Background: an optimization exercise with open tools, aiming at small area. Do not read the settings as production practice. RTL that was checked went through simulation tests only; none was proved equivalent to the original. Power and IR drop assume default switching activity.

==> inputs of run R <==
Design banco_registradores, start of the top module:
module banco_registradores #(
    parameter int DATA_W   = banco_registradores_pkg::DATA_W,
    parameter int ADDR_W   = banco_registradores_pkg::ADDR_W,
    parameter int NUM_REGS = banco_registradores_pkg::NUM_REGS
) (
    input  wire logic              clk,
    input  wire logic              rst,
    input  wire logic              uc_escrita,
    input  wire logic [DATA_W-1:0] dado_p_escrita,
    input  wire logic [ADDR_W-1:0] endereco_escrita,
    input  wire logic [ADDR_W-1:0] endereco_leitura_1,
    input  wire logic [ADDR_W-1:0] endereco_leitura_2,
    output logic      [DATA_W-1:0] dado_leitura_1,
    output logic      [DATA_W-1:0] dado_leitura_2
);
==> module banco_celula, before the edit <==
module banco_celula #(
    parameter int WIDTH = 32
) (
    input  wire logic             clk,
    input  wire logic             rst,
    input  wire logic             en,
    input  wire logic [WIDTH-1:0] d,
    output logic      [WIDTH-1:0] q
);
    logic [WIDTH-1:0] r_q;
    always_ff @(posedge clk or negedge rst) begin
        if (!rst) begin
            r_q <= '0;
        end else if (en) begin
            r_q <= d;
        end
    end
    assign q = r_q;
endmodule
==> module banco_registradores, before the edit <==
module banco_registradores #(
    parameter int DATA_W   = banco_registradores_pkg::DATA_W,
    parameter int ADDR_W   = banco_registradores_pkg::ADDR_W,
    parameter int NUM_REGS = banco_registradores_pkg::NUM_REGS
) (
    input  wire logic              clk,
    input  wire logic              rst,
    input  wire logic              uc_escrita,
    input  wire logic [DATA_W-1:0] dado_p_escrita,
    input  wire logic [ADDR_W-1:0] endereco_escrita,
    input  wire logic [ADDR_W-1:0] endereco_leitura_1,
    input  wire logic [ADDR_W-1:0] endereco_leitura_2,
    output logic      [DATA_W-1:0] dado_leitura_1,
    output logic      [DATA_W-1:0] dado_leitura_2
);
    localparam int REG_ZERO = banco_registradores_pkg::REG_ZERO;
    logic [DATA_W-1:0] w_regs [NUM_REGS];
    logic [NUM_REGS-1:0] w_we;
    assign w_regs[REG_ZERO] = '0;
    assign w_we[REG_ZERO]   = 1'b0;
    generate
        for (genvar i = 1; i < NUM_REGS; i++) begin : g_celula
            assign w_we[i] = uc_escrita &&
                             (endereco_escrita == ADDR_W'(i));
            banco_celula #(
                .WIDTH (DATA_W)
            ) u_celula (
                .clk (clk),
                .rst (rst),
                .en  (w_we[i]),
                .d   (dado_p_escrita),
                .q   (w_regs[i])
            );
        end
    endgenerate
    assign dado_leitura_1 = w_regs[endereco_leitura_1];
    assign dado_leitura_2 = w_regs[endereco_leitura_2];
endmodule
clock: 6.0 ns
lec_check: 0
cap_margin: 20
core_margin: 2
core_utilization: 40
setup_slack_margin: 0.4
slew_margin: 20
run.sh (not shown) runs the stock make flow with config.mk's settings and CLKGATE_MAP_FILE= SYNTH_SCRIPT=/design/flow/synth_recipe.tcl, a recipe that flattens the netlist after the stock synthesis.
==> run A: changes against run R <==
==> flow/design.v (replaced) <==
`default_nettype none
package banco_registradores_pkg;
    localparam int DATA_W   = 32;
    localparam int ADDR_W   = 5;
    localparam int NUM_REGS = 32;   
    localparam int REG_ZERO = 0;
    typedef logic [DATA_W-1:0] word_t;
    typedef logic [ADDR_W-1:0] addr_t;
endpackage
`default_nettype wire
`default_nettype none
module banco_celula #(
    parameter int WIDTH = 32
) (
    input  wire logic             clk,
    input  wire logic             en,
    input  wire logic             en_n,
    input  wire logic [WIDTH-1:0] d,
    output logic      [WIDTH-1:0] q
);
    for (genvar b = 0; b < WIDTH; b++) begin : g_bit
        banco_bit u_bit (
            .clk  (clk),
            .en   (en),
            .en_n (en_n),
            .d    (d[b]),
            .q    (q[b])
        );
    end
endmodule
module banco_bit (
    input  wire logic clk,
    input  wire logic en,
    input  wire logic en_n,
    input  wire logic d,
    output logic      q
);
    logic r_q;
    always_ff @(posedge clk) begin
        r_q <= (en & d) | (en_n & r_q);
    end
    assign q = r_q;
endmodule
module banco_aoi3 (
    input  wire logic [2:0] s,
    input  wire logic [2:0] d,
    output logic            y_n
);
    assign y_n = ~((s[0] & d[0]) | (s[1] & d[1]) | (s[2] & d[2]));
endmodule
module banco_leitura_bit (
    input  wire logic [31:1] sel,
    input  wire logic [31:1] d,
    output logic             y
);
    logic [10:0] w_n;
    for (genvar g = 0; g < 10; g++) begin : g_aoi
        banco_aoi3 u_aoi (
            .s   (sel[3*g+3:3*g+1]),
            .d   (d[3*g+3:3*g+1]),
            .y_n (w_n[g])
        );
    end
    assign w_n[10] = ~(sel[31] & d[31]);
    assign y = ~&w_n;
endmodule
`default_nettype wire
`default_nettype none
module banco_registradores #(
    parameter int DATA_W   = banco_registradores_pkg::DATA_W,
    parameter int ADDR_W   = banco_registradores_pkg::ADDR_W,
    parameter int NUM_REGS = banco_registradores_pkg::NUM_REGS
) (
    input  wire logic              clk,
    input  wire logic              rst,
    input  wire logic              uc_escrita,
    input  wire logic [DATA_W-1:0] dado_p_escrita,
    input  wire logic [ADDR_W-1:0] endereco_escrita,
    input  wire logic [ADDR_W-1:0] endereco_leitura_1,
    input  wire logic [ADDR_W-1:0] endereco_leitura_2,
    output logic      [DATA_W-1:0] dado_leitura_1,
    output logic      [DATA_W-1:0] dado_leitura_2
);
    logic [DATA_W-1:0]   w_regs [1:NUM_REGS-1];
    logic [NUM_REGS-1:1] w_we;
    logic [NUM_REGS-1:1] r_valid;
    logic [NUM_REGS-1:1] w_sel_1;
    logic [NUM_REGS-1:1] w_sel_2;
    generate
        for (genvar i = 1; i < NUM_REGS; i++) begin : g_celula
            assign w_we[i] = uc_escrita &&
                             (endereco_escrita == ADDR_W'(i));
            always_ff @(posedge clk or negedge rst) begin
                if (!rst) begin
                    r_valid[i] <= 1'b0;
                end else if (w_we[i]) begin
                    r_valid[i] <= 1'b1;
                end
            end
            banco_celula #(
                .WIDTH (DATA_W)
            ) u_celula (
                .clk  (clk),
                .en   (w_we[i]),
                .en_n (~w_we[i]),
                .d    (dado_p_escrita),
                .q    (w_regs[i])
            );
            assign w_sel_1[i] = r_valid[i] && (endereco_leitura_1 == ADDR_W'(i));
            assign w_sel_2[i] = r_valid[i] && (endereco_leitura_2 == ADDR_W'(i));
        end
        for (genvar b = 0; b < DATA_W; b++) begin : g_leitura
            logic [NUM_REGS-1:1] w_col;
            for (genvar i = 1; i < NUM_REGS; i++) begin : g_col
                assign w_col[i] = w_regs[i][b];
            end
            banco_leitura_bit u_leitura_1 (
                .sel (w_sel_1),
                .d   (w_col),
                .y   (dado_leitura_1[b])
            );
            banco_leitura_bit u_leitura_2 (
                .sel (w_sel_2),
                .d   (w_col),
                .y   (dado_leitura_2[b])
            );
        end
    endgenerate
endmodule
`default_nettype wire
==> flow/flow/run.sh (new file) <==
#!/bin/bash
# Standard ORFS layout (the standard.sh) with these changes:
#  - the ports are buffered with the smallest buffer, buf_1, instead of the
#    default buffer_ports choice;
#  - CTS inserts no dummy loads; and
export BUFFER_PORTS_ARGS="-buffer_cell sky130_fd_sc_hd__buf_1"
export CTS_ARGS="-sink_clustering_enable -repair_clock_nets -sink_clustering_size 8 -sink_clustering_max_diameter 40 -buf_list sky130_fd_sc_hd__clkbuf_4 -dont_use_dummy_load"
# ORFS writes each step's full log under orfs/logs/; standard.log has make's output.
bash standard.sh finish > standard.log 2>&1
==> flow/standard.sh (new file) <==
#!/bin/bash
# synth_recipe.tcl (not shown) runs the flow's synth.tcl, then flattens the netlist and writes it again
# the make line also repeats each setting of config.mk as NAME=value (left out here)
make -C /OpenROAD-flow-scripts/flow DESIGN_CONFIG=/design/flow/config.mk WORK_HOME=/design/flow/orfs CLKGATE_MAP_FILE= SYNTH_SCRIPT=/design/flow/synth_recipe.tcl "${@:-finish}"
- CORE_UTILIZATION: 40 -> 55
- SYNTH_HIERARCHICAL: unset -> 1
removed: flow/run.sh
==> run Z: changes against run R <==
==> flow/design.v (replaced) <==
`default_nettype none
package banco_registradores_pkg;
    localparam int DATA_W   = 32;
    localparam int ADDR_W   = 5;
    localparam int NUM_REGS = 32;   
    localparam int REG_ZERO = 0;
    typedef logic [DATA_W-1:0] word_t;
    typedef logic [ADDR_W-1:0] addr_t;
endpackage
`default_nettype wire
`default_nettype none
module banco_celula #(
    parameter int WIDTH = 32
) (
    input  wire logic             clk,
    input  wire logic             en,
    input  wire logic             en_n,
    input  wire logic [WIDTH-1:0] d,
    output logic      [WIDTH-1:0] q
);
    for (genvar b = 0; b < WIDTH; b++) begin : g_bit
        banco_bit u_bit (
            .clk  (clk),
            .en   (en),
            .en_n (en_n),
            .d    (d[b]),
            .q    (q[b])
        );
    end
endmodule
module banco_bit (
    input  wire logic clk,
    input  wire logic en,
    input  wire logic en_n,
    input  wire logic d,
    output logic      q
);
    logic r_q;
    always_ff @(posedge clk) begin
        r_q <= (en & d) | (en_n & r_q);
    end
    assign q = r_q;
endmodule
module banco_aoi3 (
    input  wire logic [2:0] s,
    input  wire logic [2:0] d,
    output logic            y_n
);
    assign y_n = ~((s[0] & d[0]) | (s[1] & d[1]) | (s[2] & d[2]));
endmodule
module banco_leitura_bit (
    input  wire logic [31:1] sel,
    input  wire logic [31:1] d,
    output logic             y
);
    logic [10:0] w_n;
    for (genvar g = 0; g < 10; g++) begin : g_aoi
        banco_aoi3 u_aoi (
            .s   (sel[3*g+3:3*g+1]),
            .d   (d[3*g+3:3*g+1]),
            .y_n (w_n[g])
        );
    end
    assign w_n[10] = ~(sel[31] & d[31]);
    assign y = ~&w_n;
endmodule
`default_nettype wire
`default_nettype none
module banco_registradores #(
    parameter int DATA_W   = banco_registradores_pkg::DATA_W,
    parameter int ADDR_W   = banco_registradores_pkg::ADDR_W,
    parameter int NUM_REGS = banco_registradores_pkg::NUM_REGS
) (
    input  wire logic              clk,
    input  wire logic              rst,
    input  wire logic              uc_escrita,
    input  wire logic [DATA_W-1:0] dado_p_escrita,
    input  wire logic [ADDR_W-1:0] endereco_escrita,
    input  wire logic [ADDR_W-1:0] endereco_leitura_1,
    input  wire logic [ADDR_W-1:0] endereco_leitura_2,
    output logic      [DATA_W-1:0] dado_leitura_1,
    output logic      [DATA_W-1:0] dado_leitura_2
);
    logic [DATA_W-1:0]   w_regs [1:NUM_REGS-1];
    logic [NUM_REGS-1:1] w_we;
    logic [NUM_REGS-1:1] r_valid;
    logic [NUM_REGS-1:1] w_sel_1;
    logic [NUM_REGS-1:1] w_sel_2;
    generate
        for (genvar i = 1; i < NUM_REGS; i++) begin : g_celula
            assign w_we[i] = uc_escrita &&
                             (endereco_escrita == ADDR_W'(i));
            always_ff @(posedge clk or negedge rst) begin
                if (!rst) begin
                    r_valid[i] <= 1'b0;
                end else if (w_we[i]) begin
                    r_valid[i] <= 1'b1;
                end
            end
            banco_celula #(
                .WIDTH (DATA_W)
            ) u_celula (
                .clk  (clk),
                .en   (w_we[i]),
                .en_n (~w_we[i]),
                .d    (dado_p_escrita),
                .q    (w_regs[i])
            );
            assign w_sel_1[i] = r_valid[i] && (endereco_leitura_1 == ADDR_W'(i));
            assign w_sel_2[i] = r_valid[i] && (endereco_leitura_2 == ADDR_W'(i));
        end
        for (genvar b = 0; b < DATA_W; b++) begin : g_leitura
            logic [NUM_REGS-1:1] w_col;
            for (genvar i = 1; i < NUM_REGS; i++) begin : g_col
                assign w_col[i] = w_regs[i][b];
            end
            banco_leitura_bit u_leitura_1 (
                .sel (w_sel_1),
                .d   (w_col),
                .y   (dado_leitura_1[b])
            );
            banco_leitura_bit u_leitura_2 (
                .sel (w_sel_2),
                .d   (w_col),
                .y   (dado_leitura_2[b])
            );
        end
    endgenerate
endmodule
`default_nettype wire
==> flow/flow/run.sh (new file) <==
#!/bin/bash
# Standard ORFS layout (the standard.sh) with these changes:
#  - the ports are buffered with the smallest buffer, buf_1, instead of the
#    default buffer_ports choice;
#  - CTS inserts no dummy loads;
#  - after global routing, gates off the critical paths are downsized
#    (ORFS's power recovery, which also recovers area).
export BUFFER_PORTS_ARGS="-buffer_cell sky130_fd_sc_hd__buf_1"
export CTS_ARGS="-sink_clustering_enable -repair_clock_nets -sink_clustering_size 12 -sink_clustering_max_diameter 50 -buf_list sky130_fd_sc_hd__clkbuf_8 -dont_use_dummy_load"
export RECOVER_POWER=100
# ORFS writes each step's full log under orfs/logs/; standard.log has make's output.
bash standard.sh finish > standard.log 2>&1
==> flow/standard.sh (new file) <==
#!/bin/bash
# synth_recipe.tcl (not shown) runs the flow's synth.tcl, then flattens the netlist and writes it again
# the make line also repeats each setting of config.mk as NAME=value (left out here)
make -C /OpenROAD-flow-scripts/flow DESIGN_CONFIG=/design/flow/config.mk WORK_HOME=/design/flow/orfs CLKGATE_MAP_FILE= SYNTH_SCRIPT=/design/flow/synth_recipe.tcl "${@:-finish}"
- CORE_UTILIZATION: 40 -> 55
- SYNTH_HIERARCHICAL: unset -> 1
removed: flow/run.sh
==> comparison table <==
metric	run Z	run R	run A
Synth top area share	0.5110	0.4909	0.5110
Number of instances resized during post-cts repair	0	54	0
Synthesis-to-finish area growth	10.51%	16.87%	11.01%
Number of iterations in the first detailed-routing pass	17	10	22
Maximum level of the CTS H-tree	3	3	4
Total via count after detailed routing	40.15k	44.32k	40.80k
Clock net power	3.96 mW	7.07 mW	3.58 mW
Overall power after layout	15.36 mW	19.15 mW	14.99 mW
End of the worst register-to-register path	r_valid[30]$_DFFE_PN0P_	g_celula[7].u_celula.r_q[15]$_DFFE_PN0P_	r_valid[19]$_DFFE_PN0P_
End-of-flow core utilization	0.6132	0.4706	0.6160
Detail Route met3 WL	35990 µm	32890 µm	35920 µm
Via count of the first global-routing pass	38.54k	42.77k	38.83k
Status	failed layout checks	complete, no violations	complete, no violations
Layout check failures	capacitance limit, slew limit	-	-
Seq power	9.31 mW	9.22 mW	9.30 mW
Most repeated library cell on the critical path	-	buf_12	buf_1
Clock-cell share of area	0.03461	0.06251	0.02750
Crit Reg-Reg Startpoint	r_valid[30]$_DFFE_PN0P_	g_celula[7].u_celula.r_q[15]$_DFFE_PN0P_	r_valid[19]$_DFFE_PN0P_
Critical path startpoint	endereco_leitura_1[3]	endereco_leitura_1[2]	endereco_leitura_1[3]
Overall Global Routing Usage	0.5029	0.3560	0.5046
Async set-or-reset flop fraction in the synthesized netlist	0.03030	1.000	0.03030
Leading register cell type out of synthesis	dfxtp_1	dfrtp_1	dfxtp_1
Inverter count	0	2	0
Compound-cell area share of the yosys netlist	0.4130	0.1062	0.4130
Pin count of the biggest net entering global routing	33	131	33
For run R, only the layout was checked, not whether the RTL still works.

## afterwards: timing with drivers on the ports
In the flow no input, the clock included, has a driving cell. The finished layouts below were timed again as built, in two steps.
Step 1 sets driving cells, clkbuf_16 on the clock port and buf_2 on the other inputs (assumed; they add their load-dependent delay and slew).
Step 2, shift: input delay + t, output delay - t, t = (earliest + latest rising clock arrival at the registers) / 2. This alone moves slack from input paths to output paths.
a / b / c = ideal / step 1 / step 2; a / b = the first two.
run	t, ns	setup slack, ns	worst setup path after step 2	worst register clock-pin slew, ns	worst data-port slew with drivers (ns)
run R	0.820	0.357 / 0.326 / 0.326	input to output	0.07 / 0.07	0.14
run A	1.054	0.316 / 0.278 / 0.278	input to output	0.10 / 0.10	0.18
run Z	0.834	0.295 / 0.253 / 0.253	input to output	0.09 / 0.09	0.16
For run Z, which loses most, drivers alone change the setup slack by -0.042 ns; drivers and shift together by -0.042 ns.
